What follows belongs to an exercise in optimizing a design on an open flow for small area, a short achievable clock period and few clock cycles per item; a production flow would make more cautious choices.
Function was checked by simulation only, so behaviour that the tests miss may differ from the original.
Power figures rest on the tool's default switching activity, not on a simulated workload.

Setup of 09-28:
==> flow/design.v (excerpt) <==
module lsu_top (
    input  logic                        clk,
    input  logic                        rst_n,
    input  logic                        issue_valid,
    output logic                        issue_ready,
    input  lsu_pkg::lsu_op_e            op,
    input  logic [lsu_pkg::ADDR_W-1:0]  base,
    input  logic [lsu_pkg::ADDR_W-1:0]  offset,
    input  logic [lsu_pkg::XLEN-1:0]    store_data,
    input  logic [lsu_pkg::TAG_W-1:0]   tag,
    input  logic                        commit,
    output logic                        wb_valid,
    input  logic                        wb_ready,
    output logic [lsu_pkg::TAG_W-1:0]   wb_tag,
    output logic [lsu_pkg::XLEN-1:0]    wb_data,
    output logic                        mem_req_valid,
    input  logic                        mem_req_ready,
    output logic                        mem_req_write,
    output logic [lsu_pkg::ADDR_W-1:0]  mem_req_addr,
    output logic [lsu_pkg::MEM_W-1:0]   mem_req_wdata,
    output logic [lsu_pkg::STRB_W-1:0]  mem_req_wstrb,
    input  logic                        mem_resp_valid,
    input  logic [lsu_pkg::MEM_W-1:0]   mem_resp_data
);
    localparam int SQN = 2;    
    localparam int LQN = 3;    
    localparam int RTN = 4;    
    logic        a_v, a_st, a_uns;
    logic [1:0]  a_size;
    logic [3:0]  a_mask;
    logic [31:0] a_addr;      
    logic [19:0] a_lo;        
    logic        a_c20;       
    logic [11:0] a_p, a_g;    
    logic [31:0] a_pay;       
    logic [SQN-1:0] sq_v;
    logic [29:0]    sq_a  [SQN];
    logic [31:0]    sq_d  [SQN];
    logic [3:0]     sq_wm [SQN];
    logic [3:0]     sq_fm [SQN];
    logic [SQN-1:0] sq_hd, sq_tl;    
    logic [SQN-1:0] sq_cnt;    
    logic [SQN:0]   n_unc, n_cmt;
    logic [LQN-1:0] lq_rdy, lq_uns;
    logic [4:0]     lq_tag [LQN];
    logic [1:0]     lq_lo  [LQN];
    logic [1:0]     lq_size[LQN];
    logic [3:0]     lq_hit [LQN];
    logic [31:0]    lq_d   [LQN];
    logic [LQN-1:0] lq_hd, lq_tl;    
    logic [LQN-1:0] lq_cnt;    
    logic        req_v, req_w, req_a2;
  ...
For scale: roughly 1900 cells after synthesis, about 540 flip-flops, ~320 I/O pins.
Settings: LEC_CHECK=0, CAP_MARGIN=20, CORE_MARGIN=2, CORE_UTILIZATION=60, SETUP_SLACK_MARGIN=5, SLEW_MARGIN=20; clock period 8.5 ns.
standard.sh (not shown) runs the stock make flow with config.mk's settings and CLKGATE_MAP_FILE= SYNTH_SCRIPT=/design/flow/synth_recipe.tcl, a recipe that flattens the netlist after the stock synthesis.
==> flow/flow/run.sh <==
#!/bin/bash
# Standard layout, with the port buffers drawn from the smallest buffer cell
# instead of the delay buffer the resizer picks by default. Every input and
# output port still gets its own buffer.
export BUFFER_PORTS_ARGS="-buffer_cell sky130_fd_sc_hd__buf_1"
bash standard.sh > standard.log 2>&1
Testbench counts of 09-28, summed over its fixed seeds: cycles 6,462, items 4,800.
[inputs] 06-12 vs 09-28
--- a/flow/design.v
+++ b/flow/design.v
@@ -161,23 +161,23 @@
     logic cmt_ok;
     logic a_go, sq_push, lq_push, ld_mem, req_free, wr_go, rd_raq, rd_a, raq_load;
     assign a_go    = a_v && (a_st ? !sq_cnt[SQN-1] : (!lq_cnt[LQN-1] && !raq_v));
     assign sq_push = a_go && a_st;
     assign lq_push = a_go && !a_st;
     assign ld_mem  = lq_push && !full;
     logic wr_ok;
     assign req_free = !req_v || mem_req_ready;
     assign rd_raq   = req_free && raq_v;
     assign rd_a     = req_free && ld_mem;
     assign wr_ok    = req_free && !raq_v && sq_cnt[0] && (n_cmt[0] || cmt_ok);
-    assign wr_go    = wr_ok && !lq_push;
+    assign wr_go    = wr_ok && !ld_mem;
     assign raq_load = ld_mem && !req_free;
     function automatic logic [SQN:0] cnt_therm(input logic [SQN:0] t, input logic up, input logic dn);
         cnt_therm = (up && !dn) ? {t[SQN-1:0], 1'b1} : ((dn && !up) ? {1'b0, t[SQN:1]} : t);
     endfunction
     function automatic logic [SQN-1:0] sq_therm(input logic [SQN-1:0] t, input logic up, input logic dn);
         sq_therm = (up && !dn) ? {t[SQN-2:0], 1'b1} : ((dn && !up) ? {1'b0, t[SQN-1:1]} : t);
     endfunction
     function automatic logic [LQN-1:0] lq_therm(input logic [LQN-1:0] t, input logic up, input logic dn);
         lq_therm = (up && !dn) ? {t[LQN-2:0], 1'b1} : ((dn && !up) ? {1'b0, t[LQN-1:1]} : t);
     endfunction
     assign cmt_ok = commit && n_unc[0];
Findings:
A capturing instance or port of the critical path of req_v is what 09-28 shows, while req_a[11] belongs to 06-12. Against 09-28, 06-12 comes in 5 lower on total number of multi-input combinational cells. Number of different library cells in the post-synthesis netlist (lower): 06-12. The final area reported for 06-12 is greater than that of 09-28 by 840 µm². Least setup slack across all paths after layout on 06-12 is behind 09-28. 06-12 ended up with a higher number of standard cells in the final layout excluding fillers than 09-28 did. Delta (06-12 minus 09-28): total power went up 1.3 mW, setup violation total in the final timing report held.
Testbench counts of 06-12, summed over its fixed seeds: cycles 6,365, items 4,800.

* * *

Setup of trial 58:
Another version of the RTL of lsu_top (not shown whole).
Size in the first run: ~1800 cells after synthesis, about 540 flip-flops, ~320 I/O pins.
export LEC_CHECK = 0
export CAP_MARGIN = 20
export CORE_MARGIN = 2
export CORE_UTILIZATION = 65
export CTS_CLUSTER_DIAMETER = 70
export CTS_CLUSTER_SIZE = 28
export SLEW_MARGIN = 20
create_clock -name core_clock -period 8.5 [get_ports {clk}]
==> flow/flow/run.sh <==
#!/bin/bash
export BUFFER_PORTS_ARGS="-buffer_cell sky130_fd_sc_hd__buf_1"
export SETUP_SLACK_MARGIN=5.5
bash standard.sh > standard.log 2>&1
Trial 58 completed; timing, DRC and antenna clean
Testbench counts of trial 58, summed over its fixed seeds: cycles 6,462, items 4,800.
Setup changes, trial 58 to build 36
--- a/flow/design.v
+++ b/flow/design.v
@@ -54,29 +54,30 @@
     input  logic                        mem_req_ready,
     output logic                        mem_req_write,
     output logic [lsu_pkg::ADDR_W-1:0]  mem_req_addr,
     output logic [lsu_pkg::MEM_W-1:0]   mem_req_wdata,
     output logic [lsu_pkg::STRB_W-1:0]  mem_req_wstrb,
     input  logic                        mem_resp_valid,
     input  logic [lsu_pkg::MEM_W-1:0]   mem_resp_data
 );
     localparam int SQN = 2;    
     localparam int LQN = 3;    
     localparam int RTN = 4;    
+    localparam int SPL = 16;   
     logic        a_v, a_st, a_uns;
     logic [1:0]  a_size;
     logic [3:0]  a_mask;      
     logic [31:0] a_addr;      
-    logic [19:0] a_lo;        
-    logic        a_c20;       
-    logic [11:0] a_p, a_g;    
+    logic [SPL-1:0]  a_lo;        
+    logic            a_c;         
+    logic [31-SPL:0] a_p, a_g;    
     logic [31:0] a_pay;       
     logic [SQN-1:0] sq_v;
     logic [29:0]    sq_a  [SQN];
     logic [31:0]    sq_d  [SQN];
     logic [3:0]     sq_wm [SQN];
     logic [3:0]     sq_fm [SQN];
     logic [SQN-1:0] sq_hd, sq_tl;    
     logic [SQN-1:0] sq_cnt;    
     logic [SQN:0]   n_unc, n_cmt;
     logic [LQN-1:0] lq_rdy, lq_uns;
     logic [4:0]     lq_tag [LQN];
@@ -89,74 +90,74 @@
     logic        req_v, req_w, req_a2;
     logic [28:0] req_a;
     logic [31:0] req_d;
     logic [7:0]  req_s;
     logic        raq_v;
     logic [29:0] raq_a;
     logic [RTN-1:0] rt_v, rt_w, rt_a2;
     logic        ir_q;
     logic        fire, in_st, in_uns;
     logic [1:0]  in_size;
     logic [31:0] in_pay;
-    logic [20:0] in_lo;
+    logic [SPL:0] in_lo;
     assign issue_ready = ir_q;
     assign fire    = issue_valid && ir_q;
     assign in_st   = op[2] && (op[1] || op[0]);
     assign in_uns  = !op[2] && op[0];
-    assign in_lo   = {1'b0, base[19:0]} + {1'b0, offset[19:0]};
+    assign in_lo   = {1'b0, base[SPL-1:0]} + {1'b0, offset[SPL-1:0]};
     always_comb begin
         unique case (op[2:0])
             3'd0, 3'd1, 3'd5: in_size = 2'd0;
             3'd2, 3'd3, 3'd6: in_size = 2'd1;
             default:          in_size = 2'd2;
         endcase
         in_pay = store_data << {in_lo[1:0], 3'b000};
         if (!in_st) in_pay[4:0] = tag;
     end
     always_ff @(posedge clk) begin
         if (fire) begin
             a_st   <= in_st;
             a_uns  <= in_uns;
             a_size <= in_size;
-            a_lo   <= in_lo[19:0];
-            a_c20  <= in_lo[20];
-            a_p    <= base[31:20] ^ offset[31:20];
-            a_g    <= base[31:20] & offset[31:20];
+            a_lo   <= in_lo[SPL-1:0];
+            a_c    <= in_lo[SPL];
+            a_p    <= base[31:SPL] ^ offset[31:SPL];
+            a_g    <= base[31:SPL] & offset[31:SPL];
             a_pay  <= in_pay;
         end
     end
     always_comb begin
         unique case (a_size)
             2'd0:    a_mask = 4'b0001 << a_lo[1:0];
             2'd1:    a_mask = a_lo[1] ? 4'b1100 : 4'b0011;
             default: a_mask = 4'b1111;
         endcase
     end
-    assign a_addr = {a_p + {a_g[10:0], 1'b0} + {11'b0, a_c20}, a_lo};
-    function automatic logic hi_eq(input logic [11:0] p, input logic [11:0] g,
-                                   input logic c, input logic [11:0] k);
-        logic [11:0] cin;
+    assign a_addr = {a_p + {a_g[30-SPL:0], 1'b0} + {{(31-SPL){1'b0}}, a_c}, a_lo};
+    function automatic logic hi_eq(input logic [31-SPL:0] p, input logic [31-SPL:0] g,
+                                   input logic c, input logic [31-SPL:0] k);
+        logic [31-SPL:0] cin;
         cin[0] = c;
-        for (int j = 1; j < 12; j++)
+        for (int j = 1; j < 32-SPL; j++)
             cin[j] = g[j-1] | (p[j-1] & ~k[j-1]);
         hi_eq = ((p ^ k) == cin);
     endfunction
     logic [SQN-1:0] eq;
     logic [3:0]     hit;
     logic [31:0]    fwd;
     logic           full;
     always_comb begin
         hit = '0;
         fwd = '0;
         for (int i = 0; i < SQN; i++) begin
-            eq[i] = sq_v[i] && (sq_a[i][17:0] == a_lo[19:2]) && hi_eq(a_p, a_g, a_c20, sq_a[i][29:18]);
+            eq[i] = sq_v[i] && (sq_a[i][SPL-3:0] == a_lo[SPL-1:2]) && hi_eq(a_p, a_g, a_c, sq_a[i][29:SPL-2]);
             for (int k = 0; k < 4; k++) begin
                 if (eq[i] && sq_fm[i][k]) begin
                     hit[k]        = 1'b1;
                     fwd[k*8 +: 8] = fwd[k*8 +: 8] | sq_d[i][k*8 +: 8];
                 end
             end
         end
         hit = hit & a_mask;
     end
     assign full = (hit == a_mask);
     logic cmt_ok;
Results
Compared with trial 58, build 36 shows a number of antenna violations at the first check in global routing that is 2 lower.
Build 36 vs trial 58 — clock share of power dropped 2.1 points.
Build 36: global-route usage higher than trial 58
NOTE: final period demand of the worst path in build 36 falls short of that of trial 58
STATUS total standard cell area after synthesis: build 36 loses against trial 58
Overall power after layout, build 36 and trial 58: larger value in build 36
Delta(clock buffer count in the final layout, build 36 - trial 58) < 0
Changes observed in build 36 relative to trial 58: routed length per instance down 0.49%, post-synthesis compound-gate area fraction saw an increase.
Testbench counts of build 36, summed over its fixed seeds: cycles 6,462, items 4,800.

==> afterwards: timing with drivers on the ports <==
In the flow no input, the clock included, has a driving cell. The finished layouts below were timed again as built, in two steps. Step 1: set_driving_cell puts a clkbuf_16 on clk and a buf_2 on each other input, an assumption about the parent block. Step 2 adds t to the input delays and takes it off the output delays; t is the mean of the earliest and latest rising clock arrival at the registers after step 1. Input paths then give back, and output paths get back, about the clock's delay inside the block. a / b / c = no drivers / after step 1 / after step 2; a / b = the first two.
| run | t, ns | setup WS [ns] | worst register clock-pin slew, ns |
|---|---|---|---|
| 09-28 | 0.653 | 5.088 / 5.088 / 4.484 | 0.07 / 0.07 |
| 06-12 | 0.666 | 4.960 / 4.960 / 4.376 | 0.06 / 0.06 |
| trial 58 | 0.607 | 5.172 / 5.194 / 4.587 | 0.11 / 0.11 |
| build 36 | 0.668 | 5.296 / 5.320 / 4.652 | 0.10 / 0.10 |
After both steps setup and hold are still met in every run listed. The setup slack of build 36, which loses most, moves by +0.024 ns with the drivers and by -0.644 ns with both steps.
